This is an optimization exercise on Yosys and OpenROAD, whose aim is small area, not a production implementation. Only simulation tests tie the RTL to the original design; equivalence was not proved. Power is estimated from default activity; no workload was simulated. The clock port is modelled as an ideal driver; clocking choices that lean on that would not hold on a real chip.

==> module returnFifo, before the edit <==
module returnFifo #(
	parameter int FifoDepth = 16
) (
	input logic EXTCLK,
	input logic sysReset,
	input logic write,
	input logic [nodeReturnPkg::WordWidth-1:0] writeWord,
	input logic read,
	output logic empty,
	output logic [FifoDepth*nodeReturnPkg::WordWidth-1:0] slots,
	output logic [FifoDepth-1:0] rdSel
);
	logic [nodeReturnPkg::WordWidth-1:0] storage [FifoDepth];
	localparam int CountWidth = $clog2(FifoDepth + 1);
	logic [CountWidth-1:0] fill;
	logic full;
	logic wrEn;
	logic rdEn;
	assign empty = (fill == '0);
	assign full = (fill == CountWidth'(FifoDepth));
	assign wrEn = write & ~full;
	assign rdEn = read & ~empty;
	always_comb
	begin
		for (int i = 0; i < FifoDepth; i++)
		begin
			rdSel[i] = rdEn & (fill == CountWidth'(i + 1));
		end
	end
	always_comb
	begin
		for (int i = 0; i < FifoDepth; i++)
		begin
			slots[i*nodeReturnPkg::WordWidth +: nodeReturnPkg::WordWidth] = storage[i];
		end
	end
	always_ff @(posedge EXTCLK)
	begin
		if (wrEn)
		begin
			storage[0] <= writeWord;
			for (int i = 1; i < FifoDepth; i++)
			begin
				storage[i] <= storage[i-1];
			end
		end
	end
	always_ff @(posedge EXTCLK)
	begin
		if (sysReset)
		begin
			fill <= '0;
		end
		else
		begin
			case ({wrEn, rdEn})
				2'b10: fill <= fill + 1'b1;
				2'b01: fill <= fill - 1'b1;
				default: fill <= fill;
			endcase
		end
	end
endmodule
export LEC_CHECK = 0
export CAP_MARGIN = 20
export CORE_MARGIN = 2
export CORE_UTILIZATION = 60
export CTS_BUF_LIST = sky130_fd_sc_hd__clkbuf_16
export CTS_CLUSTER_DIAMETER = 80
export CTS_CLUSTER_SIZE = 30
export PLACE_DENSITY = 0.7
export SLEW_MARGIN = 20
create_clock -name core_clock -period 4.5 [get_ports {EXTCLK}]
standard.sh (not shown) runs the stock make flow with config.mk's settings and CLKGATE_MAP_FILE= SYNTH_SCRIPT=/design/flow/synth_recipe.tcl, a recipe that flattens the netlist after the stock synthesis.
==> flow/flow/run.sh <==
#!/bin/bash
# The standard layout with three changes:
#  - synthesis maps the logic with flow/area.abc, an area-first ABC script,
#    in place of ORFS's delay-first abc_speed.script (everything else in the
#    synthesis script, registers included, is the standard flow's own synth_recipe.tcl);
#  - port buffers are plain buf_1 cells in place of the delay buffers
#    buffer_ports picks by itself;
#  - clock tree synthesis adds no dummy loads.
set -euo pipefail
work=$(pwd)
{
	head -n 1 synth_recipe.tcl
	echo 'proc abc {args} {'
	echo '	set i [lsearch -exact $args -script]'
	echo "	if {\$i >= 0} { lset args [expr {\$i + 1}] $work/flow/area.abc }"
	echo '	yosys abc {*}$args'
	echo '}'
	tail -n +2 synth_recipe.tcl
} > area_synth.tcl
bash standard.sh "SYNTH_SCRIPT=$work/area_synth.tcl" \
	"BUFFER_PORTS_ARGS=-buffer_cell sky130_fd_sc_hd__buf_1" \
	"CTS_ARGS=-sink_clustering_enable -repair_clock_nets -sink_clustering_size 30 -sink_clustering_max_diameter 80 -buf_list sky130_fd_sc_hd__clkbuf_16 -dont_use_dummy_load" \
	finish > standard.log 2>&1
==> flow/flow/area.abc <==
&get -n
&st
&nf -R 1000 -p
&put
Change:
--- a/flow/design.v
+++ b/flow/design.v
@@ -85,28 +85,21 @@
 	input logic read,
 	output logic empty,
 	output logic [FifoDepth*nodeReturnPkg::WordWidth-1:0] slots,
 	output logic [FifoDepth-1:0] rdSel
 );
 	logic [nodeReturnPkg::WordWidth-1:0] storage [FifoDepth];
-	localparam int CountWidth = $clog2(FifoDepth + 1);
-	logic [CountWidth-1:0] fill;
+	logic [FifoDepth:0] fill;
 	logic full;
 	logic wrEn;
 	logic rdEn;
-	assign empty = (fill == '0);
-	assign full = (fill == CountWidth'(FifoDepth));
+	assign empty = fill[0];
+	assign full = fill[FifoDepth];
 	assign wrEn = write & ~full;
 	assign rdEn = read & ~empty;
-	always_comb
-	begin
-		for (int i = 0; i < FifoDepth; i++)
-		begin
-			rdSel[i] = rdEn & (fill == CountWidth'(i + 1));
-		end
-	end
+	assign rdSel = fill[FifoDepth:1] & {FifoDepth{rdEn}};
 	always_comb
 	begin
 		for (int i = 0; i < FifoDepth; i++)
 		begin
 			slots[i*nodeReturnPkg::WordWidth +: nodeReturnPkg::WordWidth] = storage[i];
 		end
@@ -123,19 +116,19 @@
 		end
 	end
 	always_ff @(posedge EXTCLK)
 	begin
 		if (sysReset)
 		begin
-			fill <= '0;
+			fill <= (FifoDepth + 1)'(1);
 		end
 		else
 		begin
 			case ({wrEn, rdEn})
-				2'b10: fill <= fill + 1'b1;
-				2'b01: fill <= fill - 1'b1;
+				2'b10: fill <= {fill[FifoDepth-1:0], 1'b0};
+				2'b01: fill <= {1'b0, fill[FifoDepth:1]};
 				default: fill <= fill;
 			endcase
 		end
 	end
 endmodule
 `timescale 1ns/10ps
Outcome: The changed run produced a clean layout. Register-to-register slack gains 0.77 ns. Global-route usage rose by 0.32 points. Worst setup slack improved by 0.77 ns. Core utilization decreases by 0.78 points. Non-clock buffer count drops by 8. Die area rises slightly. Sequential share of layout area goes up by 0.36 points. Routed wire length increases slightly. Clock skew fell by 0.0070 ns. Sequential power stays flat.

-- static timing again, ports no longer ideal --
Ports are ideal in the flow. The routed layouts listed here were re-timed in OpenROAD.
Step 1, drivers: a clkbuf_16 drives EXTCLK and a buf_2 each remaining input, both assumed.
Step 2 times the ports against the registers' clock, not the clock port: input delays grow and output delays shrink by t, the midpoint of the rising clock arrivals with the driver on.
a / b / c = ideal ports / drivers / drivers and shift; a / b = the first two.
run	shift t [ns]	slack for setup (ns)	worst setup path after step 2
the first run	0.708	0.864 / 0.864 / 0.864	register to register
the second run	0.716	1.629 / 1.625 / 1.212	input to register
After both steps setup and hold are still met in every run listed. The setup slack of the second run, which loses most, moves by -0.004 ns with the drivers and by -0.417 ns with both steps.
